What follows belongs to an exercise in optimizing a design on an open flow for small area and a short achievable clock period; a production flow would make more cautious choices. The RTL was checked by simulation tests, not by an equivalence proof against the original design. Power is estimated from default activity; no workload was simulated.

## design/flow/flow/run.sh

```bash
#!/bin/bash
# The standard flow, with plain buffers (not delay cells) on the ports, the
# resizer free to swap cell footprints, and a clock tree of smaller buffers
# without dummy loads. synthesis runs unchanged first.
set -euo pipefail
bash standard.sh synth > flow_synth.log 2>&1
bash standard.sh MATCH_CELL_FOOTPRINT=0 \
  "BUFFER_PORTS_ARGS=-buffer_cell sky130_fd_sc_hd__buf_2" \
  "CTS_ARGS=-sink_clustering_enable -repair_clock_nets -dont_use_dummy_load -buf_list sky130_fd_sc_hd__clkbuf_8" \
  finish > flow_layout.log 2>&1
```

## design/flow/standard.sh

```bash
#!/bin/bash
# synth_recipe.tcl (not shown) runs the flow's synth.tcl, then flattens the netlist and writes it again
# the make line also repeats each setting of config.mk as NAME=value (left out here)
make -C /OpenROAD-flow-scripts/flow DESIGN_CONFIG=/design/flow/config.mk WORK_HOME=/design/flow/orfs CLKGATE_MAP_FILE= SYNTH_SCRIPT=/design/flow/synth_recipe.tcl "${@:-finish}"
```

## design/flow/config.mk

```make
export PLATFORM = sky130hd
export DESIGN_NAME = datapath_top
export DESIGN_NICKNAME = datapath_top
export VERILOG_FILES = /design/flow/design.v
export SDC_FILE = /design/flow/constraint.sdc
export NUM_CORES = 4
export LEC_CHECK = 0
export CAP_MARGIN = 20
export CORE_MARGIN = 2
export CORE_UTILIZATION = 40
export SETUP_SLACK_MARGIN = 4.5
export SLEW_MARGIN = 20
export SYNTH_HIERARCHICAL = 1
```

## design/flow/constraint.sdc

```tcl
create_clock -name core_clock -period 7.5 [get_ports {clk}]
set_input_delay 1.5000 -clock core_clock [delete_from_list [all_inputs] [get_ports {clk}]]
set_output_delay 1.5000 -clock core_clock [all_outputs]
set_load 0.01 [all_outputs]
```

## design/flow/design.v

```verilog
package mips_pkg;
	localparam int word_width = 32;
	localparam int reg_addr_width = 5;
	typedef logic [word_width-1:0] word_t;
	typedef logic [reg_addr_width-1:0] reg_addr_t;
	localparam logic [5:0] op_rtype = 6'b000000;
	localparam logic [5:0] op_lw    = 6'b100011;
	localparam logic [5:0] op_sw    = 6'b101011;
	localparam logic [5:0] op_beq   = 6'b000100;
	localparam logic [5:0] fn_add = 6'b100000;
	localparam logic [5:0] fn_sub = 6'b100010;
	localparam logic [5:0] fn_and = 6'b100100;
	localparam logic [5:0] fn_or  = 6'b100101;
	localparam logic [5:0] fn_slt = 6'b101010;
	typedef struct packed {
		logic alu_src;    
		logic alu_sub;    
		logic alu_and;
		logic alu_or;
		logic alu_slt;
		logic mem_read;
		logic mem_write;
		logic branch;
	} ctrl_t;
endpackage
`timescale 1ns/1ps
module rf_read8 (
	input  logic [7:0] d,
	input  logic [7:0] s,
	output logic       y
);
	assign y = |(d & s);
endmodule
module rf_read7 (
	input  logic [6:0] d,
	input  logic [6:0] s,
	output logic       y
);
	assign y = |(d & s);
endmodule
module register_file (
	input  logic                clk,
	input  logic                reset_n,
	input  logic [31:1]         rs_sel,
	input  logic [31:1]         rt_sel,
	output logic [31:0][3:0]    rs_part,
	output logic [31:0][3:0]    rt_part,
	input  mips_pkg::reg_addr_t wb_addr,    
	input  mips_pkg::word_t     wb_data,
	output logic [31:1]         valid
);
	logic [31:1][31:0] regs;
	always_ff @(posedge clk) begin
		for (int i = 1; i < 32; i++) begin
			if (wb_addr == i[4:0]) begin
				regs[i] <= wb_data;
			end
		end
	end
	always_ff @(posedge clk) begin
		if (!reset_n) begin
			valid <= '0;
		end else begin
			for (int i = 1; i < 32; i++) begin
				if (wb_addr == i[4:0]) begin
					valid[i] <= 1'b1;
				end
			end
		end
	end
	for (genvar b = 0; b < 32; b++) begin : g_bit
		logic [31:1] col;
		for (genvar i = 1; i < 32; i++) begin : g_col
			assign col[i] = regs[i][b];
		end
		for (genvar q = 0; q < 3; q++) begin : g_part
			rf_read8 u_rs (
				.d (col[8 * q + 8 : 8 * q + 1]),
				.s (rs_sel[8 * q + 8 : 8 * q + 1]),
				.y (rs_part[b][q])
			);
			rf_read8 u_rt (
				.d (col[8 * q + 8 : 8 * q + 1]),
				.s (rt_sel[8 * q + 8 : 8 * q + 1]),
				.y (rt_part[b][q])
			);
		end
		rf_read7 u_rs7 (
			.d (col[31:25]),
			.s (rs_sel[31:25]),
			.y (rs_part[b][3])
		);
		rf_read7 u_rt7 (
			.d (col[31:25]),
			.s (rt_sel[31:25]),
			.y (rt_part[b][3])
		);
	end
endmodule
`timescale 1ns/1ps
module rd_merge (
	input  logic [3:0] part,
	input  logic       wb,
	input  logic       use_rf,     
	input  logic       use_wb,     
	output logic       val
);
	assign val = (use_rf & (|part)) | (use_wb & wb);
endmodule
module decode_stage (
	input  logic                clk,
	input  logic                reset_n,
	input  mips_pkg::word_t     instr,
	input  mips_pkg::word_t     pc_plus4,
	output logic [31:1]         rs_sel,
	output logic [31:1]         rt_sel,
	input  logic [31:0][3:0]    rs_part,
	input  logic [31:0][3:0]    rt_part,
	input  logic [31:1]         rf_valid,
	input  mips_pkg::reg_addr_t ex_wb_addr,
	input  mips_pkg::word_t     wb_data,
	output mips_pkg::ctrl_t     id_ctrl,
	output mips_pkg::word_t     id_rs_val,
	output mips_pkg::word_t     id_rt_val,
	output logic [1:0]          id_rs_byp,    
	output logic [1:0]          id_rt_byp,
	output mips_pkg::reg_addr_t id_wb_addr,
	output logic [15:0]         id_imm,
	output mips_pkg::word_t     id_pc,
	output logic                id_rst    
);
	logic [5:0] opcode;
	logic [5:0] funct;
	logic fn_ok;
	logic is_r, is_lw, is_sw, is_beq;
	mips_pkg::ctrl_t ctrl;
	mips_pkg::reg_addr_t wb_addr;
	mips_pkg::reg_addr_t rs;
	mips_pkg::reg_addr_t rt;
	logic byp1_rs, byp1_rt, byp2_rs, byp2_rt;
	mips_pkg::word_t rs_val, rt_val;
	assign opcode = instr[31:26];
	assign funct = instr[5:0];
	assign rs = instr[25:21];
	assign rt = instr[20:16];
	assign fn_ok = (funct == mips_pkg::fn_add) || (funct == mips_pkg::fn_sub) ||
		(funct == mips_pkg::fn_and) || (funct == mips_pkg::fn_or) ||
		(funct == mips_pkg::fn_slt);
	assign is_r = (opcode == mips_pkg::op_rtype) && fn_ok;
	assign is_lw = (opcode == mips_pkg::op_lw);
	assign is_sw = (opcode == mips_pkg::op_sw);
	assign is_beq = (opcode == mips_pkg::op_beq);
	always_comb begin
		ctrl = '0;
		ctrl.alu_src = is_lw | is_sw;
		ctrl.alu_sub = is_beq | (is_r & ((funct == mips_pkg::fn_sub) || (funct == mips_pkg::fn_slt)));
		ctrl.alu_and = is_r & (funct == mips_pkg::fn_and);
		ctrl.alu_or = is_r & (funct == mips_pkg::fn_or);
		ctrl.alu_slt = is_r & (funct == mips_pkg::fn_slt);
		ctrl.mem_read = is_lw;
		ctrl.mem_write = is_sw;
		ctrl.branch = is_beq;
	end
	assign wb_addr = is_r ? instr[15:11] : (is_lw ? rt : 5'd0);
	assign byp1_rs = (id_wb_addr != 5'd0) && (id_wb_addr == rs);
	assign byp1_rt = (id_wb_addr != 5'd0) && (id_wb_addr == rt);
	assign byp2_rs = !byp1_rs && (ex_wb_addr != 5'd0) && (ex_wb_addr == rs);
	assign byp2_rt = !byp1_rt && (ex_wb_addr != 5'd0) && (ex_wb_addr == rt);
	always_comb begin
		for (int i = 1; i < 32; i++) begin
			rs_sel[i] = rf_valid[i] && (rs == i[4:0]);
			rt_sel[i] = rf_valid[i] && (rt == i[4:0]);
		end
	end
	for (genvar b = 0; b < 32; b++) begin : g_val
		rd_merge u_rs (
			.part   (rs_part[b]),
			.wb     (wb_data[b]),
			.use_rf (!byp1_rs && !byp2_rs),
			.use_wb (byp2_rs),
			.val    (rs_val[b])
		);
		rd_merge u_rt (
			.part   (rt_part[b]),
			.wb     (wb_data[b]),
			.use_rf (!byp1_rt && !byp2_rt),
			.use_wb (byp2_rt),
			.val    (rt_val[b])
		);
	end
	always_ff @(posedge clk) begin
		id_rst <= !reset_n;
		id_rs_val <= rs_val;
		id_rt_val <= rt_val;
		id_imm <= instr[15:0];
		id_pc <= pc_plus4;
	end
	always_ff @(posedge clk) begin
		if (!reset_n) begin
			id_ctrl <= '0;
			id_rs_byp <= '0;
			id_rt_byp <= '0;
			id_wb_addr <= '0;
		end else begin
			id_ctrl <= ctrl;
			id_rs_byp <= {byp1_rs & id_ctrl.mem_read, byp1_rs & !id_ctrl.mem_read};
			id_rt_byp <= {byp1_rt & id_ctrl.mem_read, byp1_rt & !id_ctrl.mem_read};
			id_wb_addr <= wb_addr;
		end
	end
endmodule
`timescale 1ns/1ps
module id_ex_out (
	input  logic        clk,
	input  logic [32:0] d,
	output logic [32:0] q
);
	always_ff @(posedge clk) begin
		q <= d;
	end
endmodule
module id_ex (
	input  logic                clk,
	input  logic                reset_n,
	input  logic                id_rst,    
	input  mips_pkg::word_t     result_d,
	input  mips_pkg::word_t     rt_val_d,
	input  mips_pkg::word_t     target_d,
	input  logic                mem_read_d,
	input  logic                mem_write_d,
	input  logic                taken_d,
	input  mips_pkg::reg_addr_t wb_addr_d,
	output mips_pkg::word_t     result_q,
	output mips_pkg::word_t     rt_val_q,
	output mips_pkg::word_t     target_q,
	output logic                mem_read_q,
	output logic                mem_write_q,
	output logic                taken_q,
	output mips_pkg::reg_addr_t wb_addr_q
);
	always_ff @(posedge clk) begin
		result_q <= result_d;
		taken_q <= taken_d;
	end
	always_ff @(posedge clk) begin
		if (!reset_n || id_rst) begin
			target_q <= '0;
		end else begin
			target_q <= target_d;
		end
	end
	always_ff @(posedge clk) begin
		if (!reset_n) begin
			rt_val_q <= '0;
			mem_read_q <= 1'b0;
			mem_write_q <= 1'b0;
			wb_addr_q <= '0;
		end else begin
			rt_val_q <= rt_val_d;
			mem_read_q <= mem_read_d;
			mem_write_q <= mem_write_d;
			wb_addr_q <= wb_addr_d;
		end
	end
endmodule
`timescale 1ns/1ps
module gate_nand2 (
	input  logic a,
	input  logic b,
	output logic y
);
	assign y = ~(a & b);
endmodule
module gate_xnor2 (
	input  logic a,
	input  logic b,
	output logic y
);
	assign y = ~(a ^ b);
endmodule
module alu_bit_in (
	input  logic       rs_val,
	input  logic       rt_val,
	input  logic       ex_res,
	input  logic       ld,
	input  logic       a_byp_ex,
	input  logic       a_byp_ld,
	input  logic       a_byp_no,     
	input  logic       rt_ok,        
	input  logic       rt_byp_ex,
	input  logic       rt_byp_ld,
	input  logic       b_byp_ex,     
	input  logic       b_byp_ld,
	input  logic       imm,
	input  logic       alu_src,
	input  logic       sub,
	output logic       ax,
	output logic       rt,
	output logic       gn,
	output logic       pn,
	output logic       ps
);
	logic bb;
	assign ax = (a_byp_no & (rs_val ^ sub)) | (a_byp_ex & (ex_res ^ sub)) | (a_byp_ld & (ld ^ sub));
	assign rt = (rt_ok & rt_val) | (rt_byp_ex & ex_res) | (rt_byp_ld & ld);
	assign bb = (alu_src ? imm : (rt_ok & rt_val)) | (b_byp_ex & ex_res) | (b_byp_ld & ld);
	gate_nand2 u_g (.a (ax), .b (bb), .y (gn));
	gate_xnor2 u_p (.a (ax), .b (bb), .y (pn));
	assign ps = ~pn ^ sub;
endmodule
module ks_aoi (
	input  logic gi,
	input  logic pi,
	input  logic gj,
	input  logic pj,
	output logic gn,
	output logic pn
);
	assign gn = ~(gi | (pi & gj));
	assign pn = ~(pi & pj);
endmodule
module ks_oai (
	input  logic gin,
	input  logic pin,
	input  logic gjn,
	input  logic pjn,
	output logic g,
	output logic p
);
	assign g = ~(gin & (pin | gjn));
	assign p = ~(pin | pjn);
endmodule
module ks_inv2 (
	input  logic g,
	input  logic p,
	output logic gn,
	output logic pn
);
	assign gn = ~g;
	assign pn = ~p;
endmodule
module alu_bit_out (
	input  logic ps,
	input  logic c,
	input  logic gn,
	input  logic pn,
	input  logic sel_sum,
	input  logic sel_and,
	input  logic sel_or,
	output logic result
);
	assign result = (sel_sum & (ps ^ c)) | (sel_and & ~gn) | (sel_or & ~(gn & pn));
endmodule
module alu_bit0_out (
	input  logic ps,
	input  logic gn,
	input  logic pn,
	input  logic pn31,
	input  logic c31,
	input  logic ax31,
	input  logic sel_sum,
	input  logic sel_and,
	input  logic sel_or,
	input  logic sel_slt,
	output logic result
);
	assign result = (sel_sum & ps) | (sel_and & ~gn) | (sel_or & ~(gn & pn)) |
		(sel_slt & (pn31 ? ~ax31 : c31));
endmodule
module execute_stage (
	input  logic                 reset_n,
	input  logic                 id_rst,
	input  mips_pkg::ctrl_t      ctrl,
	input  mips_pkg::word_t      rs_val,
	input  mips_pkg::word_t      rt_val_pre,
	input  mips_pkg::word_t      ex_result,
	input  mips_pkg::word_t      load_data,
	input  logic [1:0]           rs_byp,     
	input  logic [1:0]           rt_byp,
	input  logic [15:0]          imm,
	input  mips_pkg::word_t      pc,
	output mips_pkg::word_t      result,
	output mips_pkg::word_t      rt_val,
	output logic                 branch_taken,
	output mips_pkg::word_t      branch_target
);
	mips_pkg::word_t ext;
	mips_pkg::word_t ax;
	mips_pkg::word_t gn;
	mips_pkg::word_t pn;
	mips_pkg::word_t ps;
	logic [31:1] c;
	logic sel_sum, sel_and, sel_or, sel_slt;
	logic a_byp_no, b_byp_ex, b_byp_ld;
	assign ext = {{16{imm[15]}}, imm};
	assign a_byp_no = ~rs_byp[0] & ~rs_byp[1] & ~id_rst;
	assign b_byp_ex = rt_byp[0] & ~ctrl.alu_src;
	assign b_byp_ld = rt_byp[1] & ~ctrl.alu_src;
	for (genvar i = 0; i < 32; i++) begin : g_in
		alu_bit_in u_in (
			.rs_val    (rs_val[i]),
			.rt_val    (rt_val_pre[i]),
			.ex_res    (ex_result[i]),
			.ld        (load_data[i]),
			.a_byp_ex  (rs_byp[0]),
			.a_byp_ld  (rs_byp[1]),
			.a_byp_no  (a_byp_no),
			.rt_ok     (~id_rst),
			.rt_byp_ex (rt_byp[0]),
			.rt_byp_ld (rt_byp[1]),
			.b_byp_ex  (b_byp_ex),
			.b_byp_ld  (b_byp_ld),
			.imm       (ext[i]),
			.alu_src   (ctrl.alu_src),
			.sub       (ctrl.alu_sub),
			.ax        (ax[i]),
			.rt        (rt_val[i]),
			.gn        (gn[i]),
			.pn        (pn[i]),
			.ps        (ps[i])
		);
	end
	logic [30:0] lg [0:5];
	logic [30:0] lp [0:5];
	assign lg[0] = gn[30:0];
	assign lp[0] = pn[30:0];
	for (genvar l = 0; l < 5; l++) begin : g_lvl
		for (genvar k = 0; k < 31; k++) begin : g_pos
			if (k >= (1 << l)) begin : g_comb
				if ((l % 2) == 1) begin : g_aoi
					ks_aoi u_c (
						.gi (lg[l][k]),
						.pi (lp[l][k]),
						.gj (lg[l][k - (1 << l)]),
						.pj (lp[l][k - (1 << l)]),
						.gn (lg[l + 1][k]),
						.pn (lp[l + 1][k])
					);
				end else begin : g_oai
					ks_oai u_c (
						.gin (lg[l][k]),
						.pin (lp[l][k]),
						.gjn (lg[l][k - (1 << l)]),
						.pjn (lp[l][k - (1 << l)]),
						.g   (lg[l + 1][k]),
						.p   (lp[l + 1][k])
					);
				end
			end else begin : g_pass
				ks_inv2 u_c (
					.g  (lg[l][k]),
					.p  (lp[l][k]),
					.gn (lg[l + 1][k]),
					.pn (lp[l + 1][k])
				);
			end
		end
	end
	assign c = lg[5];
	assign sel_sum = reset_n & ~ctrl.alu_and & ~ctrl.alu_or & ~ctrl.alu_slt;
	assign sel_and = reset_n & ctrl.alu_and;
	assign sel_or = reset_n & ctrl.alu_or;
	assign sel_slt = reset_n & ctrl.alu_slt;
	alu_bit0_out u_out0 (
		.ps      (ps[0]),
		.gn      (gn[0]),
		.pn      (pn[0]),
		.pn31    (pn[31]),
		.c31     (c[31]),
		.ax31    (ax[31]),
		.sel_sum (sel_sum),
		.sel_and (sel_and),
		.sel_or  (sel_or),
		.sel_slt (sel_slt),
		.result  (result[0])
	);
	for (genvar i = 1; i < 32; i++) begin : g_out
		alu_bit_out u_out (
			.ps      (ps[i]),
			.c       (c[i]),
			.gn      (gn[i]),
			.pn      (pn[i]),
			.sel_sum (sel_sum),
			.sel_and (sel_and),
			.sel_or  (sel_or),
			.result  (result[i])
		);
	end
	assign branch_taken = reset_n & ctrl.branch & lp[5][30] & ~pn[31];
	assign branch_target = pc + {ext[29:0], 2'b00};
endmodule
`timescale 1ns/1ps
module datapath_top (
	input  logic            clk,
	input  logic            reset_n,
	input  mips_pkg::word_t instr,
	input  mips_pkg::word_t pc_plus4,
	input  mips_pkg::word_t load_data,
	output mips_pkg::word_t alu_result,
	output mips_pkg::word_t mem_addr,
	output mips_pkg::word_t mem_wdata,
	output logic            mem_read,
	output logic            mem_write,
	output logic            branch_taken,
	output mips_pkg::word_t branch_target
);
	mips_pkg::ctrl_t id_ctrl;
	logic [31:1] rs_sel;
	logic [31:1] rt_sel;
	mips_pkg::word_t id_rs_val;
	mips_pkg::word_t id_rt_val;
	logic [1:0] id_rs_byp;
	logic [1:0] id_rt_byp;
	mips_pkg::reg_addr_t id_wb_addr;
	logic [15:0] id_imm;
	mips_pkg::word_t id_pc;
	logic id_rst;
	logic [31:1] rf_valid;
	mips_pkg::word_t wb_data;
	logic [31:0][3:0] rs_part;
	logic [31:0][3:0] rt_part;
	mips_pkg::word_t op_rt;
	mips_pkg::word_t result_d;
	mips_pkg::word_t target_d;
	logic taken_d;
	mips_pkg::word_t ex_result;
	logic ex_mem_read;
	logic mem_read_d_rst;
	mips_pkg::word_t result_out;
	mips_pkg::reg_addr_t ex_wb_addr;
	decode_stage u_decode_stage (
		.clk        (clk),
		.reset_n    (reset_n),
		.instr      (instr),
		.pc_plus4   (pc_plus4),
		.rs_sel     (rs_sel),
		.rt_sel     (rt_sel),
		.rs_part    (rs_part),
		.rt_part    (rt_part),
		.rf_valid   (rf_valid),
		.ex_wb_addr (ex_wb_addr),
		.wb_data    (wb_data),
		.id_ctrl    (id_ctrl),
		.id_rs_val  (id_rs_val),
		.id_rt_val  (id_rt_val),
		.id_rs_byp  (id_rs_byp),
		.id_rt_byp  (id_rt_byp),
		.id_wb_addr (id_wb_addr),
		.id_imm     (id_imm),
		.id_pc      (id_pc),
		.id_rst     (id_rst)
	);
	register_file u_register_file (
		.clk     (clk),
		.reset_n (reset_n),
		.rs_sel    (rs_sel),
		.rt_sel    (rt_sel),
		.rs_part   (rs_part),
		.rt_part   (rt_part),
		.wb_addr (ex_wb_addr),
		.wb_data (wb_data),
		.valid   (rf_valid)
	);
	assign wb_data = ex_mem_read ? load_data : ex_result;
	execute_stage u_execute_stage (
		.reset_n       (reset_n),
		.id_rst        (id_rst),
		.ctrl          (id_ctrl),
		.rs_val        (id_rs_val),
		.rt_val_pre    (id_rt_val),
		.ex_result     (ex_result),
		.load_data     (load_data),
		.rs_byp        (id_rs_byp),
		.rt_byp        (id_rt_byp),
		.rt_val        (op_rt),
		.imm           (id_imm),
		.pc            (id_pc),
		.result        (result_d),
		.branch_taken  (taken_d),
		.branch_target (target_d)
	);
	id_ex u_id_ex (
		.clk         (clk),
		.reset_n     (reset_n),
		.id_rst      (id_rst),
		.result_d    (result_d),
		.rt_val_d    (op_rt),
		.target_d    (target_d),
		.mem_read_d  (id_ctrl.mem_read),
		.mem_write_d (id_ctrl.mem_write),
		.taken_d     (taken_d),
		.wb_addr_d   (id_wb_addr),
		.result_q    (ex_result),
		.rt_val_q    (mem_wdata),
		.target_q    (branch_target),
		.mem_read_q  (ex_mem_read),
		.mem_write_q (mem_write),
		.taken_q     (branch_taken),
		.wb_addr_q   (ex_wb_addr)
	);
	assign mem_read_d_rst = reset_n & id_ctrl.mem_read;
	id_ex_out u_id_ex_out (
		.clk (clk),
		.d   ({mem_read_d_rst, result_d}),
		.q   ({mem_read, result_out})
	);
	assign alu_result = result_out;
	assign mem_addr = result_out;
endmodule
```

==> impl_metrics.json, run 1 <==
{
  "final.setup.tns_ps": 0,
  "criticalPathCategory": "input pin to register",
  "setup_violations": 0,
  "layout_commonest_cell": "edfxtp_1",
  "coreArea_um2": 140000,
  "grt_pass1_wl_um": 288000,
  "slew_headroom_pct": 26.1,
  "cts_tree": "built",
  "grt-ovfl-total": 0,
  "grt_max_degree": 66,
  "hold_path.class": "register to register",
  "worstReg2RegEnd": "u_id_ex_out.q[0]",
  "syn_area_um2": 56500,
  "dp_hpwl_um": 125000,
  "drtIter0Drc": 7811,
  "pwr_density_cell_nw_per_um2": 194,
  "grt_pass1_vias": 42100,
  "area_growth_pct": 18.7,
  "drc": 0,
  "syn_avg_cell_area_um2": 13.0,
  "drive_gt1_share_pct": 24.6,
  "final_cells": 6753,
  "crit_start": "instr[19]",
  "antenna_found_initial": 11,
  "fmax_ghz": 0.317,
  "hold_depth": 1,
  "cp-end-kind": "register",
  "pwr-share-clk_pct": 37.4,
  "rrSetupSlack_ps": 4360,
  "worst-slew-pin-transition_ps": 1110,
  "worstRegToRegCells": 15,
  "finalCriticalPeriod_ps": 3150,
  "required_ps": 8350,
  "ir_worst_vdd_mv": 0.148,
  "hold_buffers": 0,
  "fin_nets": 4993,
  "cts_buffer_depth": 3,
  "port-buffer-count": 228,
  "finalHoldViolations": 0,
  "power.share.switching_pct": 21.9,
  "groute.usage.overall_pct": 26.9,
  "num_rows": 137,
  "start_util_pct": 40.4,
  "synthCells": 4335,
  "arrival_ps": 4000,
  "slew_violations": 0,
  "wl_per_cell_um": 33.0,
  "dpl_cell_area_um2": 60800,
  "min_period_over_period_pct": 42.0,
  "maxCapViolCount": 0,
  "power.internal_mw": 10.1,
  "dp_cells": 6421,
  "die_h_um": 380,
  "worstPathMaxFanout": 16,
  "final_cell_area_um2": 67100,
  "gp_congestion": 0.910,
  "h-tree-depth": 4,
  "seq_power_share_pct": 59.1,
  "vias_per_cell": 6.71,
  "status": "timing/DRC/antenna clean",
  "syn_nets": 4463,
  "power.leakage_nw": 22.3,
  "vias": 45300,
  "clock-skew-final_ps": 123,
  "numCtsBuffers": 200,
  "r2r-start": "u_decode_stage.id_rs_byp[0]",
  "cp-start-kind": "input pin",
  "synth_warnings": 15,
  "final_antenna_net_count": 0,
  "num_io_pins": 229,
  "clkTransAtPathRegs_ps": 60,
  "p_comb_share_pct": 3.5,
  "final_cell_mix": "992 x edfxtp_1, 927 x a22oi_1, 299 x nand2_1",
  "cts.sinks": 1290,
  "clk_latency_ps": 980,
  "design.die.area_um2": 144000,
  "rsz0062_at_grt": "yes",
  "worstHoldStart": "u_decode_stage.id_ctrl[1]",
  "routed_wl_um": 223000,
  "switching_power_mw": 2.84,
  "whs_endpoint": "u_id_ex.mem_write_q",
  "dr.pass1.iters": 10,
  "die_x_um": 380,
  "root_buffer": "clkbuf_8"
}
==> how the worst max path moves through the flow <==
stage                                              end  slack [ps]  cells past startpoint
after detailed placement  u_decode_stage.id_rs_val[26]        3310                      8
after floorplan                    u_id_ex.result_q[0]        3950                     12
final                     u_decode_stage.id_rt_val[29]        4350                      8
after global placement    u_decode_stage.id_rt_val[11]        3350                      8
after CTS                             u_id_ex_out.q[0]        4470                     15
after global routing                  u_id_ex_out.q[0]        4320                     15
==> sequential cells by signal (all words and copies together) (netlist names), 8 cells and up <==
register / count
u_decode_stage.id_rt_val: 32
u_id_ex_out.q: 33
u_id_ex.result_q: 32
u_register_file.valid: 31
u_id_ex.target_q: 32
u_decode_stage.id_ctrl: 8
u_id_ex.rt_val_q: 32
u_decode_stage.id_pc: 32
u_decode_stage.id_imm: 16
u_register_file.regs: 992
u_decode_stage.id_rs_val: 32
==> power groups by stage <==
| stage | clock network [mW] | registers, mW | logic [mW] |
|---|---|---|---|
| floorplan | 0 | 7.82 | 0.242 |
| global placement | 0 | 7.82 | 0.369 |
| detailed placement | 0 | 7.82 | 0.373 |
| CTS | 4.90 | 7.67 | 0.403 |
| global route | 5.18 | 7.67 | 0.488 |
| finish | 4.86 | 7.67 | 0.457 |
==> critical path, cell delays in order <==
cell,delay [ps]
buf_2,180
nor2_2,510
and2_4,440
and3_4,490
a22oi_1,170
nand4_1,340
o41ai_4,170
nand2_1,140
==> metal layers <==
metal / up-vias / wire length (um) / share of wire (%) / track usage (%)
li1: 18900 / - / - / -
met1: 22300 / 78800 / 35 / 33.9
met2: 3401 / 105000 / 47 / 43.2
met3: 732 / 25200 / 11 / 6.45
met4: 0 / 14500 / 6.5 / 13.5
met5: - / 0 / 0 / 0
==> metrics by stage <==
step	hold WS, ps	setup slack (ps)	util (%)	power [mW]
2_1_floorplan	412	3950	-	8.06
4_1_cts	435	4470	46.7	13.0
5_1_grt	454	4320	47.9	13.3
3_5_place_dp	422	3310	43.5	8.19
3_3_place_gp	415	3350	43.5	8.19
6_report	435	4350	48.0	13.0
==> cell type report <==
class	count	area [um2]
fillers	12300	72800
flip-flops and latches	1290	35800
multi-input cells	2872	23000
clock buffers	200	2750
repair buffers	361	2630
well taps	1876	2350
inverters	140	526
diodes	14	35.0
==> repair_timing <==
action | 4_1_cts | 5_1_grt
pin swaps | 33 | 111
gates resized for setup | 159 | 211
buffers inserted | 41 | 26
setup endpoints to repair | 113 | 126
gates cloned | 9 | 41
==> run 2, diff against run 1 <==
--- a/design/flow/design.v
+++ b/design/flow/design.v
@@ -264,19 +264,43 @@
 	end
 endmodule
 `timescale 1ns/1ps
-module gate_nand2 (
+module gate_nor2 (
 	input  logic a,
 	input  logic b,
 	output logic y
 );
-	assign y = ~(a & b);
+	assign y = ~(a | b);
 endmodule
-module gate_xnor2 (
+module gate_xor2 (
 	input  logic a,
 	input  logic b,
 	output logic y
 );
-	assign y = ~(a ^ b);
+	assign y = a ^ b;
+endmodule
+module gate_inv (
+	input  logic a,
+	output logic y
+);
+	assign y = ~a;
+endmodule
+module gate_aoi221 (
+	input  logic a1,
+	input  logic a2,
+	input  logic b1,
+	input  logic b2,
+	input  logic c1,
+	output logic y
+);
+	assign y = ~((a1 & a2) | (b1 & b2) | c1);
+endmodule
+module gate_aoi21 (
+	input  logic a1,
+	input  logic a2,
+	input  logic b1,
+	output logic y
+);
+	assign y = ~((a1 & a2) | b1);
 endmodule
 module alu_bit_in (
 	input  logic       rs_val,
@@ -294,19 +318,31 @@
 	input  logic       imm,
 	input  logic       alu_src,
 	input  logic       sub,
-	output logic       ax,
+	output logic       ax_n,
 	output logic       rt,
-	output logic       gn,
-	output logic       pn,
+	output logic       g,
+	output logic       p,
 	output logic       ps
 );
-	logic bb;
-	assign ax = (a_byp_no & (rs_val ^ sub)) | (a_byp_ex & (ex_res ^ sub)) | (a_byp_ld & (ld ^ sub));
+	logic ld_n, ax_early, bb_early, bb_n;
+	gate_inv u_ldn (.a (ld), .y (ld_n));
+	assign ax_early = (a_byp_no & (rs_val ^ sub)) | (a_byp_ex & (ex_res ^ sub));
+	gate_aoi221 u_ax (
+		.a1 (a_byp_ld & ~sub), .a2 (ld),
+		.b1 (a_byp_ld & sub),  .b2 (ld_n),
+		.c1 (ax_early),
+		.y  (ax_n)
+	);
+	assign bb_early = (alu_src ? imm : (rt_ok & rt_val)) | (b_byp_ex & ex_res);
+	gate_aoi21 u_bb (
+		.a1 (b_byp_ld), .a2 (ld),
+		.b1 (bb_early),
+		.y  (bb_n)
+	);
 	assign rt = (rt_ok & rt_val) | (rt_byp_ex & ex_res) | (rt_byp_ld & ld);
-	assign bb = (alu_src ? imm : (rt_ok & rt_val)) | (b_byp_ex & ex_res) | (b_byp_ld & ld);
-	gate_nand2 u_g (.a (ax), .b (bb), .y (gn));
-	gate_xnor2 u_p (.a (ax), .b (bb), .y (pn));
-	assign ps = ~pn ^ sub;
+	gate_nor2 u_g (.a (ax_n), .b (bb_n), .y (g));
+	gate_xor2 u_p (.a (ax_n), .b (bb_n), .y (p));
+	assign ps = p ^ sub;
 endmodule
 module ks_aoi (
 	input  logic gi,
@@ -341,31 +377,31 @@
 endmodule
 module alu_bit_out (
 	input  logic ps,
-	input  logic c,
-	input  logic gn,
-	input  logic pn,
+	input  logic cn,
+	input  logic g,
+	input  logic p,
 	input  logic sel_sum,
 	input  logic sel_and,
 	input  logic sel_or,
 	output logic result
 );
-	assign result = (sel_sum & (ps ^ c)) | (sel_and & ~gn) | (sel_or & ~(gn & pn));
+	assign result = (sel_sum & ~(ps ^ cn)) | (sel_and & g) | (sel_or & (g | p));
 endmodule
 module alu_bit0_out (
 	input  logic ps,
-	input  logic gn,
-	input  logic pn,
-	input  logic pn31,
-	input  logic c31,
-	input  logic ax31,
+	input  logic g,
+	input  logic p,
+	input  logic p31,
+	input  logic cn31,
+	input  logic ax31_n,
 	input  logic sel_sum,
 	input  logic sel_and,
 	input  logic sel_or,
 	input  logic sel_slt,
 	output logic result
 );
-	assign result = (sel_sum & ps) | (sel_and & ~gn) | (sel_or & ~(gn & pn)) |
-		(sel_slt & (pn31 ? ~ax31 : c31));
+	assign result = (sel_sum & ps) | (sel_and & g) | (sel_or & (g | p)) |
+		(sel_slt & (p31 ? ~cn31 : ax31_n));
 endmodule
 module execute_stage (
 	input  logic                 reset_n,
@@ -385,11 +421,11 @@
 	output mips_pkg::word_t      branch_target
 );
 	mips_pkg::word_t ext;
-	mips_pkg::word_t ax;
-	mips_pkg::word_t gn;
-	mips_pkg::word_t pn;
+	mips_pkg::word_t ax_n;
+	mips_pkg::word_t g;
+	mips_pkg::word_t p;
 	mips_pkg::word_t ps;
-	logic [31:1] c;
+	logic [31:1] cn;
 	logic sel_sum, sel_and, sel_or, sel_slt;
 	logic a_byp_no, b_byp_ex, b_byp_ld;
 	assign ext = {{16{imm[15]}}, imm};
@@ -413,21 +449,21 @@
 			.imm       (ext[i]),
 			.alu_src   (ctrl.alu_src),
 			.sub       (ctrl.alu_sub),
-			.ax        (ax[i]),
+			.ax_n      (ax_n[i]),
 			.rt        (rt_val[i]),
-			.gn        (gn[i]),
-			.pn        (pn[i]),
+			.g         (g[i]),
+			.p         (p[i]),
 			.ps        (ps[i])
 		);
 	end
 	logic [30:0] lg [0:5];
 	logic [30:0] lp [0:5];
-	assign lg[0] = gn[30:0];
-	assign lp[0] = pn[30:0];
+	assign lg[0] = g[30:0];
+	assign lp[0] = p[30:0];
 	for (genvar l = 0; l < 5; l++) begin : g_lvl
 		for (genvar k = 0; k < 31; k++) begin : g_pos
 			if (k >= (1 << l)) begin : g_comb
-				if ((l % 2) == 1) begin : g_aoi
+				if ((l % 2) == 0) begin : g_aoi
 					ks_aoi u_c (
 						.gi (lg[l][k]),
 						.pi (lp[l][k]),
@@ -456,18 +492,18 @@
 			end
 		end
 	end
-	assign c = lg[5];
+	assign cn = lg[5];
 	assign sel_sum = reset_n & ~ctrl.alu_and & ~ctrl.alu_or & ~ctrl.alu_slt;
 	assign sel_and = reset_n & ctrl.alu_and;
 	assign sel_or = reset_n & ctrl.alu_or;
 	assign sel_slt = reset_n & ctrl.alu_slt;
 	alu_bit0_out u_out0 (
 		.ps      (ps[0]),
-		.gn      (gn[0]),
-		.pn      (pn[0]),
-		.pn31    (pn[31]),
-		.c31     (c[31]),
-		.ax31    (ax[31]),
+		.g       (g[0]),
+		.p       (p[0]),
+		.p31     (p[31]),
+		.cn31    (cn[31]),
+		.ax31_n  (ax_n[31]),
 		.sel_sum (sel_sum),
 		.sel_and (sel_and),
 		.sel_or  (sel_or),
@@ -477,16 +513,16 @@
 	for (genvar i = 1; i < 32; i++) begin : g_out
 		alu_bit_out u_out (
 			.ps      (ps[i]),
-			.c       (c[i]),
-			.gn      (gn[i]),
-			.pn      (pn[i]),
+			.cn      (cn[i]),
+			.g       (g[i]),
+			.p       (p[i]),
 			.sel_sum (sel_sum),
 			.sel_and (sel_and),
 			.sel_or  (sel_or),
 			.result  (result[i])
 		);
 	end
-	assign branch_taken = reset_n & ctrl.branch & lp[5][30] & ~pn[31];
+	assign branch_taken = reset_n & ctrl.branch & ~lp[5][30] & p[31];
 	assign branch_target = pc + {ext[29:0], 2'b00};
 endmodule
 `timescale 1ns/1ps
==> run 2 against run 1 <==
Against the previous run: flip-flop and latch count unchanged; sequential power hardly changed; power grew 0.31%; wire length is 2.0% higher; combinational power up 2%; synthesized cell count barely moved; utilization grew 0.23 points; hold slack worse by 2.6 ps; clock skew down 49 ps; via count is 1.0% higher; area after synthesis increased by 0.65%; maximum frequency fell by 2.1%; highest routed layer is now met5.
==> impl_metrics.json, run 2 <==
{
  "status": "timing/DRC/antenna clean",
  "pwr_density_cell_nw_per_um2": 191,
  "final_antenna_net_count": 0,
  "synth_warnings": 15,
  "finalPower_mw": 13.0,
  "worstRegToRegCells": 17,
  "routed_wl_um": 228000,
  "final_cell_mix": "992 x edfxtp_1, 960 x a22oi_1, 284 x dfxtp_1",
  "fin_nets": 5062,
  "vias_per_cell": 6.70,
  "area_growth_pct": 19.8,
  "syn_nets": 4464,
  "dp_hpwl_um": 126000,
  "num_io_pins": 229,
  "cts_buffer_depth": 3,
  "finalCriticalPeriod_ps": 3220,
  "slew_violations": 0,
  "drive_gt1_share_pct": 27.0,
  "h-tree-depth": 4,
  "drtIter0Drc": 7596,
  "nFillCells": 12200,
  "required_ps": 8330,
  "design.die.area_um2": 145000,
  "antenna_found_initial": 9,
  "layout_commonest_cell": "edfxtp_1",
  "grt_pass1_wl_um": 296000,
  "start_util_pct": 40.2,
  "fmax_ghz": 0.311,
  "largest_reg_flops": 992,
  "arrival_ps": 4050,
  "num_rows": 138,
  "rrSetupSlack_ps": 4280,
  "clk_latency_ps": 930,
  "r2r-start": "u_decode_stage.id_rs_byp[1]",
  "maxCapViolCount": 0,
  "vias": 45800,
  "worst-slew-pin-transition_ps": 1200,
  "crit_end": "u_id_ex.result_q[18]",
  "reg_top3": "u_register_file.regs (992), u_id_ex_out.q (33)",
  "dp_slack_ps": 3180,
  "setup_violations": 0,
  "wl_per_cell_um": 33.3,
  "cp-end-kind": "register",
  "grt_pass1_vias": 42800,
  "root_buffer": "clkbuf_8",
  "groute.usage.overall_pct": 27.7,
  "min_period_over_period_pct": 42.9,
  "die_h_um": 381,
  "crit_start": "u_decode_stage.id_rs_byp[1]",
  "cts_tree": "built",
  "grt-ovfl-total": 0,
  "syn_area_um2": 56900,
  "die_x_um": 381,
  "final.setup.tns_ps": 0,
  "slew_headroom_pct": 20.1,
  "ir_worst_vdd_mv": 0.131,
  "rsz0062_at_grt": "yes",
  "gp_congestion": 0.914,
  "fin_ws_ps": 4280,
  "syn_avg_cell_area_um2": 13.1,
  "synthCells": 4336,
  "grt_max_degree": 76,
  "coreArea_um2": 141000,
  "worstReg2RegEnd": "u_id_ex.result_q[18]",
  "cp-start-kind": "register",
  "clkTransAtPathRegs_ps": 70,
  "drc": 0,
  "finalHoldViolations": 0,
  "port-buffer-count": 228,
  "hold_path.class": "register to register",
  "numCtsBuffers": 203,
  "clock-skew-final_ps": 74.6,
  "worstPathMaxFanout": 8,
  "cts.sinks": 1290,
  "dr.pass1.iters": 10,
  "regMostFlops": "u_register_file.regs",
  "power.leakage_nw": 23.8,
  "criticalPathCategory": "register to register"
}
run 2: layout make-up:
cell class	instances	area [um2]	share of cell area, %
Clock buffer	203	2790	4.10
Inverter	77	289	0.424
Tap cell	1890	2360	3.47
Timing Repair Buffer	427	3200	4.70
Sequential cell	1290	35800	52.5
Multi-Input combinational cell	2935	23700	34.7
Antenna cell	8	20.0	0.0294
run 2: timing repair:
item,in CTS,in global routing
buffers inserted,105,24
hold buffers,0,0
pin swaps,100,105
endpoints found under the setup margin,116,115
gates cloned,15,33
resized for setup,253,190
run 2: worst min-delay path by stage:
stage / slack, ps / cells past startpoint / endpoint / startpoint
5_1_grt: 440 / 1 / u_id_ex.mem_write_q / u_decode_stage.id_ctrl[1]
3_3_place_gp: 430 / 1 / u_id_ex.mem_write_q / u_decode_stage.id_ctrl[1]
4_1_cts: 440 / 1 / u_id_ex.mem_write_q / u_decode_stage.id_ctrl[1]
6_report: 430 / 1 / u_id_ex.mem_write_q / u_decode_stage.id_ctrl[1]
2_1_floorplan: 410 / 1 / u_id_ex.mem_write_q / u_decode_stage.id_ctrl[1]
3_5_place_dp: 420 / 1 / u_id_ex.mem_write_q / u_decode_stage.id_ctrl[1]
run 2: report_power, final:
part           internal (mW)  total (mW)  switching (mW)
logic                  0.171       0.466           0.295
registers               7.64        7.67          0.0212
clock network           2.36        4.89            2.53
run 2: stage by stage:
step                hold slack (ps)  area, um2  cells  util [%]
finish                          433      68100   6830      48.2
global route                    442      68100   6827      48.2
CTS                             436      66500   6765      47.0
detailed placement              423      61200   6442      43.3
global placement                426      61200   6442      43.3
floorplan                       412      57600   4336         -
run 2: metal layers:
layer | share of wire, % | track usage, % | up-vias
met1 | 36 | 35.8 | 22500
met3 | 12 | 6.53 | 697
met4 | 5.8 | 12.7 | 2
li1 | - | - | 19000
met2 | 46 | 44.1 | 3568
met5 | 0.0057 | 0 | -
run 2: worst max-delay path, stage by stage, from the launching register on:
cell	delay, ps
dfxtp_4	350
buf_12	120
nor3_4	150
buf_12	200
clkbuf_16	220
nand2b_1	70
a31oi_1	210
a221oi_2	50
buf_4	160
xor2_4	200
buf_6	150
a21oi_4	210
o21ai_2	120
a21oi_2	230
o21ai_2	110
a21oi_4	230
xnor2_2	150
o2bb2ai_2	170
==> run 3, diff against run 2 <==
--- a/design/flow/design.v
+++ b/design/flow/design.v
@@ -98,6 +98,24 @@
 	end
 endmodule
 `timescale 1ns/1ps
+module reg_predec (
+	input  logic [4:0] r,
+	output logic [3:0] lo,
+	output logic [7:0] hi
+);
+	always_comb begin
+		for (int j = 0; j < 4; j++) lo[j] = (r[1:0] == j[1:0]);
+		for (int k = 0; k < 8; k++) hi[k] = (r[4:2] == k[2:0]);
+	end
+endmodule
+module reg_sel (
+	input  logic lo,
+	input  logic hi,
+	input  logic valid,
+	output logic sel
+);
+	assign sel = lo & hi & valid;
+endmodule
 module rd_merge (
 	input  logic [3:0] part,
 	input  logic       wb,
@@ -166,11 +184,13 @@
 	assign byp1_rt = (id_wb_addr != 5'd0) && (id_wb_addr == rt);
 	assign byp2_rs = !byp1_rs && (ex_wb_addr != 5'd0) && (ex_wb_addr == rs);
 	assign byp2_rt = !byp1_rt && (ex_wb_addr != 5'd0) && (ex_wb_addr == rt);
-	always_comb begin
-		for (int i = 1; i < 32; i++) begin
-			rs_sel[i] = rf_valid[i] && (rs == i[4:0]);
-			rt_sel[i] = rf_valid[i] && (rt == i[4:0]);
-		end
+	logic [3:0] rs_lo, rt_lo;
+	logic [7:0] rs_hi, rt_hi;
+	reg_predec u_rs_pre (.r (rs), .lo (rs_lo), .hi (rs_hi));
+	reg_predec u_rt_pre (.r (rt), .lo (rt_lo), .hi (rt_hi));
+	for (genvar i = 1; i < 32; i++) begin : g_sel
+		reg_sel u_rs (.lo (rs_lo[i % 4]), .hi (rs_hi[i / 4]), .valid (rf_valid[i]), .sel (rs_sel[i]));
+		reg_sel u_rt (.lo (rt_lo[i % 4]), .hi (rt_hi[i / 4]), .valid (rf_valid[i]), .sel (rt_sel[i]));
 	end
 	for (genvar b = 0; b < 32; b++) begin : g_val
 		rd_merge u_rs (
==> run 3 against run 2 <==
Against the previous run: global-route usage shrank 0.38 points; still clean; first-iteration DRC count shrank 12%; register-to-register slack lost 60 ps; critical path depth shrank 1; clock skew grew 11 ps; combinational power shrank 14%; utilization shrank 1.2 points; power shrank 1.1%; non-clock buffer count grew 12.
==> impl_metrics.json, run 3 <==
{
  "status": "timing/DRC/antenna clean",
  "clk_latency_ps": 930,
  "num_rows": 138,
  "syn_area_um2": 56600,
  "vias": 44200,
  "clock-skew-final_ps": 85.5,
  "drtIter0Drc": 6713,
  "dp_hpwl_um": 127000,
  "grt_max_degree": 76,
  "power.leakage_nw": 23.3,
  "finalPower_mw": 12.9,
  "final_cell_mix": "992 x edfxtp_1, 960 x a22oi_1, 281 x dfxtp_1",
  "routed_wl_um": 207000,
  "crit_path_top_delay_cell": "nor2_1",
  "design.die.area_um2": 145000,
  "fin_ws_ps": 4220,
  "vias_per_cell": 6.53,
  "layout_commonest_cell": "edfxtp_1",
  "port-buffer-count": 228,
  "dp_slack_ps": 3140,
  "reg_top3": "u_register_file.regs (992), u_id_ex_out.q (33)",
  "dp_cells": 6466,
  "synth_warnings": 16,
  "h-tree-depth": 4,
  "worst-slew-pin-transition_ps": 1120,
  "regMostFlops": "u_register_file.regs",
  "final_antenna_net_count": 0,
  "fmax_ghz": 0.305,
  "final_cells": 6766,
  "finalCriticalPeriod_ps": 3280,
  "groute.usage.overall_pct": 27.3,
  "setup_violations": 0,
  "dr.pass1.iters": 10,
  "wl_per_cell_um": 30.6,
  "ff_latch_area_um2": 35800,
  "maxCapViolCount": 0,
  "die_h_um": 380,
  "multi_input_area_um2": 22000,
  "drc": 0,
  "fin_nets": 5000,
  "antenna_found_initial": 8,
  "numCtsBuffers": 200,
  "rsz0062_at_grt": "yes",
  "worstPathMaxFanout": 8,
  "hold_buffers": 0,
  "nFillCells": 12500,
  "cp-start-kind": "register",
  "root_buffer": "clkbuf_8",
  "syn_nets": 4431,
  "criticalPathCategory": "register to register",
  "grt_pass1_vias": 42500,
  "die_x_um": 380,
  "finalHoldViolations": 0,
  "min_period_over_period_pct": 43.7,
  "grt_pass1_wl_um": 291000,
  "critPathBufInv": 4,
  "drive_gt1_share_pct": 24.6,
  "required_ps": 8250,
  "cts.sinks": 1290,
  "coreArea_um2": 141000,
  "arrival_ps": 4030,
  "cp-end-kind": "register",
  "largest_reg_flops": 992,
  "cts_buffer_depth": 3,
  "ir_worst_vdd_mv": 0.127,
  "cp_cell_sequence": "buf_12 > nor3_4 > buf_6 > clkbuf_16 > nand2b_1 > a31oi_1 > a221oi_2 > nor2_1 > a21oi_2 > o21ai_4 > a21oi_4 > o21ai_2 > a21oi_4 > buf_6 > xnor2_4 > o2bb2ai_4",
  "slew_headroom_pct": 25.6,
  "cts_tree": "built",
  "gp_congestion": 0.971,
  "critPathTopFamily": "compound AO/OA/AOI/OAI gates",
  "num_io_pins": 229,
  "pwr_density_cell_nw_per_um2": 194,
  "cp_slowest_stage_delay_ps": 430,
  "start_util_pct": 40.1,
  "syn_avg_cell_area_um2": 13.2,
  "area_growth_pct": 17.0,
  "synthCells": 4303,
  "slew_violations": 0,
  "final.setup.tns_ps": 0,
  "clkTransAtPathRegs_ps": 50,
  "hold_path.class": "register to register",
  "grt-ovfl-total": 0
}
[run 3: metal layers]
| metal | wire length, um | track usage (%) | vias up |
|---|---|---|---|
| li1 | - | - | 18700 |
| met1 | 78800 | 34.9 | 22000 |
| met2 | 97200 | 44.1 | 2922 |
| met3 | 22200 | 6.42 | 539 |
| met4 | 8520 | 12.4 | 10 |
| met5 | 200 | 0.694 | - |
[run 3: worst register-to-register path, delay by kind of cell (launching register included)]
family,cells,cell delay [ps]
AOI/OAI and AO/OA,8,1310
xor gates and xnor gates,1,130
DFF,1,350
and+or+nand+nor,3,700
buffers and inverters,4,680
[run 3: final timing paths]
check                           cells past startpoint             endpoint                         from  slack, ps
worst max register to register                     16    u_id_ex_out.q[31]  u_decode_stage.id_rs_byp[1]       4220
worst min-delay path                                1  u_id_ex.mem_write_q    u_decode_stage.id_ctrl[1]        430
worst max-delay path                               16    u_id_ex_out.q[31]  u_decode_stage.id_rs_byp[1]       4220
worst min register to register                      1  u_id_ex.mem_write_q    u_decode_stage.id_ctrl[1]        430
[run 3: per-stage QoR]
| step | hold slack (ps) | cell area (um2) | util, % |
|---|---|---|---|
| 2_1_floorplan | 412 | 57000 | - |
| 3_3_place_gp | 416 | 61100 | 43.3 |
| 3_5_place_dp | 419 | 61100 | 43.3 |
| 4_1_cts | 431 | 65200 | 46.2 |
| 5_1_grt | 444 | 66300 | 47.0 |
| 6_report | 430 | 66300 | 47.0 |
[run 3: repair_timing]
action	4_1_cts	5_1_grt
cloned	6	2
setup buffers	66	20
resized for setup	123	151
pin swaps	42	68
hold endpoints to repair	0	0
endpoints found under the setup margin	112	113
[run 3: final cells by class]
| cell class | instances | area share [%] |
|---|---|---|
| timing repair buffer | 439 | 4.64 |
| clock buffer | 200 | 4.15 |
| multi-input combinational | 2867 | 33.2 |
| inverter | 74 | 0.427 |
| tap | 1890 | 3.57 |
| sequential | 1290 | 54.0 |
| antenna | 6 | 0.0227 |
[run 3: power by group]
group	internal, mW	switching (mW)	total [mW]
sequential	7.64	0.0209	7.67
combinational	0.148	0.251	0.399
clock	2.33	2.48	4.81
total	10.1	2.75	12.9
==> run 4, diff against run 3 <==
--- a/design/flow/design.v
+++ b/design/flow/design.v
@@ -145,7 +145,9 @@
 	output mips_pkg::reg_addr_t id_wb_addr,
 	output logic [15:0]         id_imm,
 	output mips_pkg::word_t     id_pc,
-	output logic                id_rst    
+	output logic                id_valid,   
+	output logic                id_a_use,   
+	output logic [1:0]          id_b_byp    
 );
 	logic [5:0] opcode;
 	logic [5:0] funct;
@@ -209,7 +211,8 @@
 		);
 	end
 	always_ff @(posedge clk) begin
-		id_rst <= !reset_n;
+		id_valid <= reset_n;
+		id_a_use <= reset_n && !byp1_rs;
 		id_rs_val <= rs_val;
 		id_rt_val <= rt_val;
 		id_imm <= instr[15:0];
@@ -220,11 +223,13 @@
 			id_ctrl <= '0;
 			id_rs_byp <= '0;
 			id_rt_byp <= '0;
+			id_b_byp <= '0;
 			id_wb_addr <= '0;
 		end else begin
 			id_ctrl <= ctrl;
 			id_rs_byp <= {byp1_rs & id_ctrl.mem_read, byp1_rs & !id_ctrl.mem_read};
 			id_rt_byp <= {byp1_rt & id_ctrl.mem_read, byp1_rt & !id_ctrl.mem_read};
+			id_b_byp <= {byp1_rt & id_ctrl.mem_read & !ctrl.alu_src, byp1_rt & !id_ctrl.mem_read & !ctrl.alu_src};
 			id_wb_addr <= wb_addr;
 		end
 	end
@@ -242,7 +247,7 @@
 module id_ex (
 	input  logic                clk,
 	input  logic                reset_n,
-	input  logic                id_rst,    
+	input  logic                id_valid,  
 	input  mips_pkg::word_t     result_d,
 	input  mips_pkg::word_t     rt_val_d,
 	input  mips_pkg::word_t     target_d,
@@ -263,7 +268,7 @@
 		taken_q <= taken_d;
 	end
 	always_ff @(posedge clk) begin
-		if (!reset_n || id_rst) begin
+		if (!reset_n || !id_valid) begin
 			target_q <= '0;
 		end else begin
 			target_q <= target_d;
@@ -425,7 +430,9 @@
 endmodule
 module execute_stage (
 	input  logic                 reset_n,
-	input  logic                 id_rst,
+	input  logic                 id_valid,
+	input  logic                 id_a_use,
+	input  logic [1:0]           id_b_byp,
 	input  mips_pkg::ctrl_t      ctrl,
 	input  mips_pkg::word_t      rs_val,
 	input  mips_pkg::word_t      rt_val_pre,
@@ -447,11 +454,7 @@
 	mips_pkg::word_t ps;
 	logic [31:1] cn;
 	logic sel_sum, sel_and, sel_or, sel_slt;
-	logic a_byp_no, b_byp_ex, b_byp_ld;
 	assign ext = {{16{imm[15]}}, imm};
-	assign a_byp_no = ~rs_byp[0] & ~rs_byp[1] & ~id_rst;
-	assign b_byp_ex = rt_byp[0] & ~ctrl.alu_src;
-	assign b_byp_ld = rt_byp[1] & ~ctrl.alu_src;
 	for (genvar i = 0; i < 32; i++) begin : g_in
 		alu_bit_in u_in (
 			.rs_val    (rs_val[i]),
@@ -460,12 +463,12 @@
 			.ld        (load_data[i]),
 			.a_byp_ex  (rs_byp[0]),
 			.a_byp_ld  (rs_byp[1]),
-			.a_byp_no  (a_byp_no),
-			.rt_ok     (~id_rst),
+			.a_byp_no  (id_a_use),
+			.rt_ok     (id_valid),
 			.rt_byp_ex (rt_byp[0]),
 			.rt_byp_ld (rt_byp[1]),
-			.b_byp_ex  (b_byp_ex),
-			.b_byp_ld  (b_byp_ld),
+			.b_byp_ex  (id_b_byp[0]),
+			.b_byp_ld  (id_b_byp[1]),
 			.imm       (ext[i]),
 			.alu_src   (ctrl.alu_src),
 			.sub       (ctrl.alu_sub),
@@ -570,7 +573,9 @@
 	mips_pkg::reg_addr_t id_wb_addr;
 	logic [15:0] id_imm;
 	mips_pkg::word_t id_pc;
-	logic id_rst;
+	logic id_valid;
+	logic id_a_use;
+	logic [1:0] id_b_byp;
 	logic [31:1] rf_valid;
 	mips_pkg::word_t wb_data;
 	logic [31:0][3:0] rs_part;
@@ -604,7 +609,9 @@
 		.id_wb_addr (id_wb_addr),
 		.id_imm     (id_imm),
 		.id_pc      (id_pc),
-		.id_rst     (id_rst)
+		.id_valid   (id_valid),
+		.id_a_use   (id_a_use),
+		.id_b_byp   (id_b_byp)
 	);
 	register_file u_register_file (
 		.clk     (clk),
@@ -620,7 +627,9 @@
 	assign wb_data = ex_mem_read ? load_data : ex_result;
 	execute_stage u_execute_stage (
 		.reset_n       (reset_n),
-		.id_rst        (id_rst),
+		.id_valid      (id_valid),
+		.id_a_use      (id_a_use),
+		.id_b_byp      (id_b_byp),
 		.ctrl          (id_ctrl),
 		.rs_val        (id_rs_val),
 		.rt_val_pre    (id_rt_val),
@@ -638,7 +647,7 @@
 	id_ex u_id_ex (
 		.clk         (clk),
 		.reset_n     (reset_n),
-		.id_rst      (id_rst),
+		.id_valid    (id_valid),
 		.result_d    (result_d),
 		.rt_val_d    (op_rt),
 		.target_d    (target_d),
==> run 4 against run 3 <==
Against the previous run: still clean on timing, DRC and antenna; hold slack better by 10 ps; die area down 0.27%; sequential power about the same; cell count down 0.58%; via count down 0.22%; power up 0.48%; largest power group unchanged; combinational power down 2%; register-to-register slack better by 110 ps.
==> impl_metrics.json, run 4 <==
{
  "status": "timing/DRC/antenna clean",
  "criticalPathCategory": "register to register",
  "dp_hpwl_um": 125000,
  "utilization_pct": 47.5,
  "finalCriticalPeriod_ps": 3170,
  "clock-skew-final_ps": 78.9,
  "clk_latency_ps": 950,
  "cts_tree": "built",
  "crit_path_top_delay_cell": "a221o_1",
  "design.die.area_um2": 144000,
  "dpl_cell_area_um2": 60900,
  "grt_max_degree": 70,
  "area_growth_pct": 17.7,
  "min_period_over_period_pct": 42.3,
  "regMostFlops": "u_register_file.regs",
  "cts.sinks": 1293,
  "finalHoldViolations": 0,
  "pwr_density_cell_nw_per_um2": 195,
  "worstPathMaxFanout": 64,
  "hold_path.class": "register to register",
  "required_ps": 8260,
  "finalPower_mw": 12.9,
  "slew_headroom_pct": 29.7,
  "start_util_pct": 40.4,
  "clkTransAtPathRegs_ps": 60,
  "power.leakage_nw": 23.2,
  "root_buffer": "clkbuf_8",
  "hold_buffers": 0,
  "cts_buffer_depth": 3,
  "syn_area_um2": 56500,
  "layout_commonest_cell": "edfxtp_1",
  "fmax_ghz": 0.316,
  "synthCells": 4278,
  "die_h_um": 380,
  "final_antenna_net_count": 0,
  "vias": 44100,
  "syn_nets": 4406,
  "rrSetupSlack_ps": 4330,
  "cp_cell_sequence": "buf_12 > a221oi_1 > a31oi_1 > a221oi_2 > xor2_2 > a21oi_2 > o21ai_2 > a21oi_2 > o21ai_2 > a21oi_4 > a21oi_2 > a221o_1",
  "routed_wl_um": 206000,
  "drive_gt1_share_pct": 24.4,
  "largest_reg_flops": 992,
  "grt_pass1_vias": 41400,
  "maxCapViolCount": 0,
  "h-tree-depth": 4,
  "cp_slowest_stage_delay_ps": 360,
  "rsz0062_at_grt": "yes",
  "fin_nets": 4975,
  "final_cell_mix": "992 x edfxtp_1, 958 x a22oi_1, 283 x dfxtp_1",
  "final.setup.tns_ps": 0,
  "final_cell_area_um2": 66400,
  "setup_violations": 0,
  "vias_per_cell": 6.56,
  "synth_warnings": 16,
  "gp_congestion": 0.931,
  "worst-slew-pin-transition_ps": 1050,
  "antenna_found_initial": 8,
  "cp-end-kind": "register",
  "numCtsBuffers": 202,
  "num_rows": 137,
  "die_x_um": 380,
  "wl_per_cell_um": 30.6,
  "syn_avg_cell_area_um2": 13.2,
  "cp-start-kind": "register",
  "cp_common_cell": "a21oi_2",
  "critPathBufInv": 1,
  "grt_pass1_wl_um": 286000,
  "ir_worst_vdd_mv": 0.121,
  "arrival_ps": 3930,
  "port-buffer-count": 228,
  "reg_top3": "u_register_file.regs (992), u_id_ex_out.q (33)",
  "groute.usage.overall_pct": 26.7,
  "grt-ovfl-total": 0,
  "coreArea_um2": 140000,
  "critPathTopFamily": "compound AO/OA/AOI/OAI gates",
  "drtIter0Drc": 6555,
  "slew_violations": 0,
  "drc": 0,
  "num_io_pins": 229,
  "dr.pass1.iters": 7
}
-- run 4: cell types whose count changed in the layout (fill, tap and decap cells not counted), moves of 10 or more --
cell	delta
and3b_2	-31
nand2_1	-10
xnor2_1	+11
nor2_1	-17
buf_4	-22
and3_2	+29
nor2_2	+11
-- run 4: final cells by class --
type / count / area, um2
Antenna cell: 6 / 15.0
Timing Repair Buffer: 428 / 3050
Multi-Input combinational cell: 2849 / 22100
Tap cell: 1876 / 2350
Inverter: 73 / 287
Sequential cell: 1293 / 35800
Clock buffer: 202 / 2780
Fill cell: 12500 / 73400
-- run 4: report_power, final --
part	switching [mW]	total [mW]	internal, mW
clock	2.51	4.86	2.35
combinational	0.241	0.392	0.150
sequential	0.0246	7.69	7.66
-- run 4: layer usage --
layer  share of wire, %  wire length (um)  track usage (%)
met3                 11             23300             6.31
met2                 47             96500             42.9
met5              0.024                49                0
met1                 38             77600             34.6
met4                4.1              8380             11.4
-- run 4: worst paths after layout --
path,startpoint,end,cells past startpoint
worst max-delay path,u_decode_stage.id_rs_byp[0],u_id_ex.result_q[0],12
worst min-delay path,u_decode_stage.id_ctrl[1],u_id_ex.mem_write_q,1
worst max register to register,u_decode_stage.id_rs_byp[0],u_id_ex.result_q[0],12
worst min register to register,u_decode_stage.id_ctrl[1],u_id_ex.mem_write_q,1
-- run 4: metrics by stage --
| stage | cells | hold WS, ps | setup WS [ps] |
|---|---|---|---|
| after CTS | 6651 | 438 | 4470 |
| final | 6727 | 440 | 4330 |
| after global routing | 6724 | 487 | 4310 |
| after floorplan | 4278 | 412 | 4340 |
| after global placement | 6429 | 426 | 3320 |
| after detailed placement | 6429 | 423 | 3300 |
-- run 4: worst register-to-register path: cells and delay by family, from the launching register on --
family          cells  cell delay (ps)
buf+inv             1              180
compound gates     10             2260
flops               1              320
xor+xnor            1              240
-- run 4: what timing repair did --
action,4_1_cts,5_1_grt
setup buffers,20,60
hold endpoints to repair,0,0
cloned,0,9
resized for setup,81,264
pin swaps,16,91
endpoints found under the setup margin,117,108
==> run 5, diff against run 4 <==
--- a/design/flow/config.mk
+++ b/design/flow/config.mk
@@ -8,6 +8,6 @@
 export CAP_MARGIN = 20
 export CORE_MARGIN = 2
 export CORE_UTILIZATION = 40
-export SETUP_SLACK_MARGIN = 4.5
+export SETUP_SLACK_MARGIN = 4.7
 export SLEW_MARGIN = 20
 export SYNTH_HIERARCHICAL = 1
==> run 5 against run 4 <==
Against the previous run: still clean; cell count rose by 1.3%; clock-buffer cell count fell by 1; flip-flop and latch count did not move; global-route usage rose by 1.9 points; utilization rose by 1.9 points; wire length rose by 14%; clock power barely moved; hold slack got worse by 0.66 ps; synthesized cell count did not move; sequential share of layout area fell by 1.9 points; critical path type unchanged; critical endpoint is now u_id_ex_out.q[0].
==> impl_metrics.json, run 5 <==
{
  "crit_path_top_delay_cell": "dfxtp_4",
  "ir_worst_vdd_mv": 0.167,
  "p_comb_share_pct": 3.6,
  "criticalPathCategory": "register to register",
  "switching_power_mw": 2.86,
  "seq_power_share_pct": 58.9,
  "cp_cell_sequence": "buf_12 > clkbuf_16 > a221oi_2 > a31oi_1 > a221oi_2 > xor2_2 > a21oi_2 > o21ai_2 > a21oi_2 > o21ai_2 > a21oi_4 > a21oi_2 > a221o_1",
  "wl_per_cell_um": 34.6,
  "grt-ovfl-total": 0,
  "die_h_um": 380,
  "reg_top3": "u_register_file.regs (992), u_id_ex_out.q (33)",
  "vias_per_cell": 6.80,
  "num_rows": 137,
  "required_ps": 8260,
  "syn_nets": 4406,
  "drtIter0Drc": 8058,
  "dp_cells": 6399,
  "grt_pass1_wl_um": 304000,
  "die_x_um": 380,
  "num_io_pins": 229,
  "final_antenna_net_count": 0,
  "design.die.area_um2": 144000,
  "root_buffer": "clkbuf_8",
  "numCtsBuffers": 201,
  "fmax_ghz": 0.334,
  "cts_buffer_depth": 3,
  "power.leakage_nw": 23.9,
  "status": "timing/DRC/antenna clean",
  "power.share.switching_pct": 21.9,
  "finalPower_mw": 13.1,
  "maxCapViolCount": 0,
  "clock-skew-final_ps": 99.5,
  "dp_hpwl_um": 126000,
  "final.setup.tns_ps": 0,
  "clkTransAtPathRegs_ps": 60,
  "finalCriticalPeriod_ps": 2990,
  "gp_congestion": 0.909,
  "final_cell_mix": "992 x edfxtp_1, 944 x a22oi_1, 261 x nand2_1",
  "layout_commonest_cell": "edfxtp_1",
  "area_growth_pct": 22.3,
  "coreArea_um2": 140000,
  "synthCells": 4278,
  "syn_avg_cell_area_um2": 13.2,
  "groute.usage.overall_pct": 28.6,
  "pwr-share-clk_pct": 37.5,
  "cp-end-kind": "register",
  "routed_wl_um": 236000,
  "regMostFlops": "u_register_file.regs",
  "power.internal_mw": 10.2,
  "utilization_pct": 49.4,
  "setup_violations": 0,
  "min_period_over_period_pct": 39.9,
  "dr.pass1.iters": 9,
  "start_util_pct": 40.4,
  "rsz0062_at_grt": "yes",
  "largest_reg_flops": 992,
  "cp-start-kind": "register",
  "synth_warnings": 16,
  "h-tree-depth": 4,
  "slew_headroom_pct": 31.5,
  "vias": 46400,
  "antenna_found_initial": 17,
  "fin_nets": 5056,
  "cts_tree": "built",
  "critPathBufInv": 2,
  "hold_path.class": "register to register",
  "slew_violations": 0,
  "final_cells": 6814,
  "syn_area_um2": 56500,
  "clk_latency_ps": 960,
  "worst_hold_slack_ps": 440,
  "cts.sinks": 1293,
  "port-buffer-count": 228,
  "cp_common_cell": "a21oi_2",
  "drive_gt1_share_pct": 29.5,
  "arrival_ps": 3750,
  "grt_max_degree": 72,
  "worst-slew-pin-transition_ps": 1030,
  "critPathTopFamily": "compound AO/OA/AOI/OAI gates",
  "grt_pass1_vias": 43500,
  "drc": 0,
  "worstPathMaxFanout": 8,
  "pwr_density_cell_nw_per_um2": 189,
  "nFillCells": 12000,
  "finalHoldViolations": 0,
  "cp_slowest_stage_delay_ps": 360
}
==> run 5: changes by cell type in the layout (fill, tap and decap cells not counted), moves of 17 or more <==
cell	delta
and3_1	-50
and3_2	+29
and3_4	+48
buf_12	+21
buf_2	-112
buf_4	+17
buf_6	+118
dfxtp_1	-72
dfxtp_2	+65
==> run 5: layout make-up <==
type | instances | area [um2] | area share (%)
inverters | 73 | 294 | 0.426
well taps | 1876 | 2350 | 3.40
clock buffers | 201 | 2770 | 4.01
diodes | 12 | 30.0 | 0.0435
flip-flops and latches | 1293 | 36000 | 52.1
repair buffers | 481 | 4600 | 6.67
multi-input cells | 2878 | 23100 | 33.4
==> run 5: per-stage QoR <==
stage / setup slack, ps / area, um2
after global routing: 4460 / 69000
final: 4510 / 69100
after CTS: 4520 / 66400
after detailed placement: 3200 / 61000
after floorplan: 4340 / 57100
after global placement: 3160 / 61000
==> run 5: power by group through the flow <==
stage	Sequential [mW]	Combinational (mW)	Clock, mW
after CTS	7.69	0.396	4.93
after global placement	7.84	0.343	0
final	7.69	0.477	4.89
after detailed placement	7.84	0.349	0
after global routing	7.69	0.502	5.21
after floorplan	7.84	0.200	0
==> run 5: per-layer routing <==
| layer | GRT usage (%) | wire, um | share of wire [%] |
|---|---|---|---|
| met5 | 0 | 38 | 0.016 |
| met4 | 13.2 | 15000 | 6.4 |
| met3 | 8.98 | 31400 | 13 |
| met2 | 44.6 | 107000 | 45 |
| met1 | 36.4 | 82300 | 35 |
==> run 5: final timing paths <==
kind,from,to,slack (ps),cells past startpoint
setup / recovery,u_decode_stage.id_ctrl[6],u_id_ex_out.q[0],4510,13
setup reg to reg,u_decode_stage.id_ctrl[6],u_id_ex_out.q[0],4510,13
hold / removal,u_decode_stage.id_ctrl[1],u_id_ex.mem_write_q,440,1
hold reg to reg,u_decode_stage.id_ctrl[1],u_id_ex.mem_write_q,440,1
==> run 5: repair_timing <==
| item | in CTS | in global routing |
|---|---|---|
| gates cloned | 9 | 41 |
| buffers inserted | 84 | 68 |
| endpoints found under the setup margin | 269 | 278 |
| pin swaps | 97 | 116 |
| gates resized for setup | 382 | 317 |
| hold buffers | 0 | 0 |

## afterwards: timing with drivers on the ports
The results above use ideal ports. As a check the final layouts listed here were re-extracted and re-timed, cells and wires unchanged.
Step 1, drivers: a clkbuf_16 drives clk and a buf_2 each remaining input, both assumed.
Step 2, shift: input delay + t, output delay - t, t = (earliest + latest rising clock arrival at the registers) / 2. This alone moves slack from input paths to output paths.
Slacks: no drivers / after step 1 / after step 2; pairs: no drivers / after step 1.
| run | t (ns) | setup WS [ns] | hold slack, ns | latest minus earliest clock arrival (ns) | worst data-port slew with drivers (ns) |
|---|---|---|---|---|---|
| run 1 | 0.982 | 4.350 / 4.360 / 3.413 | 0.435 / 0.435 / 0.435 | 0.135 / 0.135 | 0.17 |
| run 2 | 0.968 | 4.283 / 4.283 / 3.433 | 0.433 / 0.433 / 0.433 | 0.088 / 0.087 | 0.12 |
| run 3 | 0.960 | 4.223 / 4.223 / 3.515 | 0.430 / 0.430 / 0.430 | 0.089 / 0.089 | 0.15 |
| run 4 | 0.982 | 4.331 / 4.331 / 3.526 | 0.440 / 0.440 / 0.440 | 0.093 / 0.093 | 0.13 |
| run 5 | 0.986 | 4.509 / 4.509 / 3.607 | 0.440 / 0.440 / 0.440 | 0.105 / 0.105 | 0.12 |
After both steps every run listed still meets setup and hold. The setup slack of run 1, which loses most, moves by +0.010 ns with the drivers and by -0.937 ns with both steps.
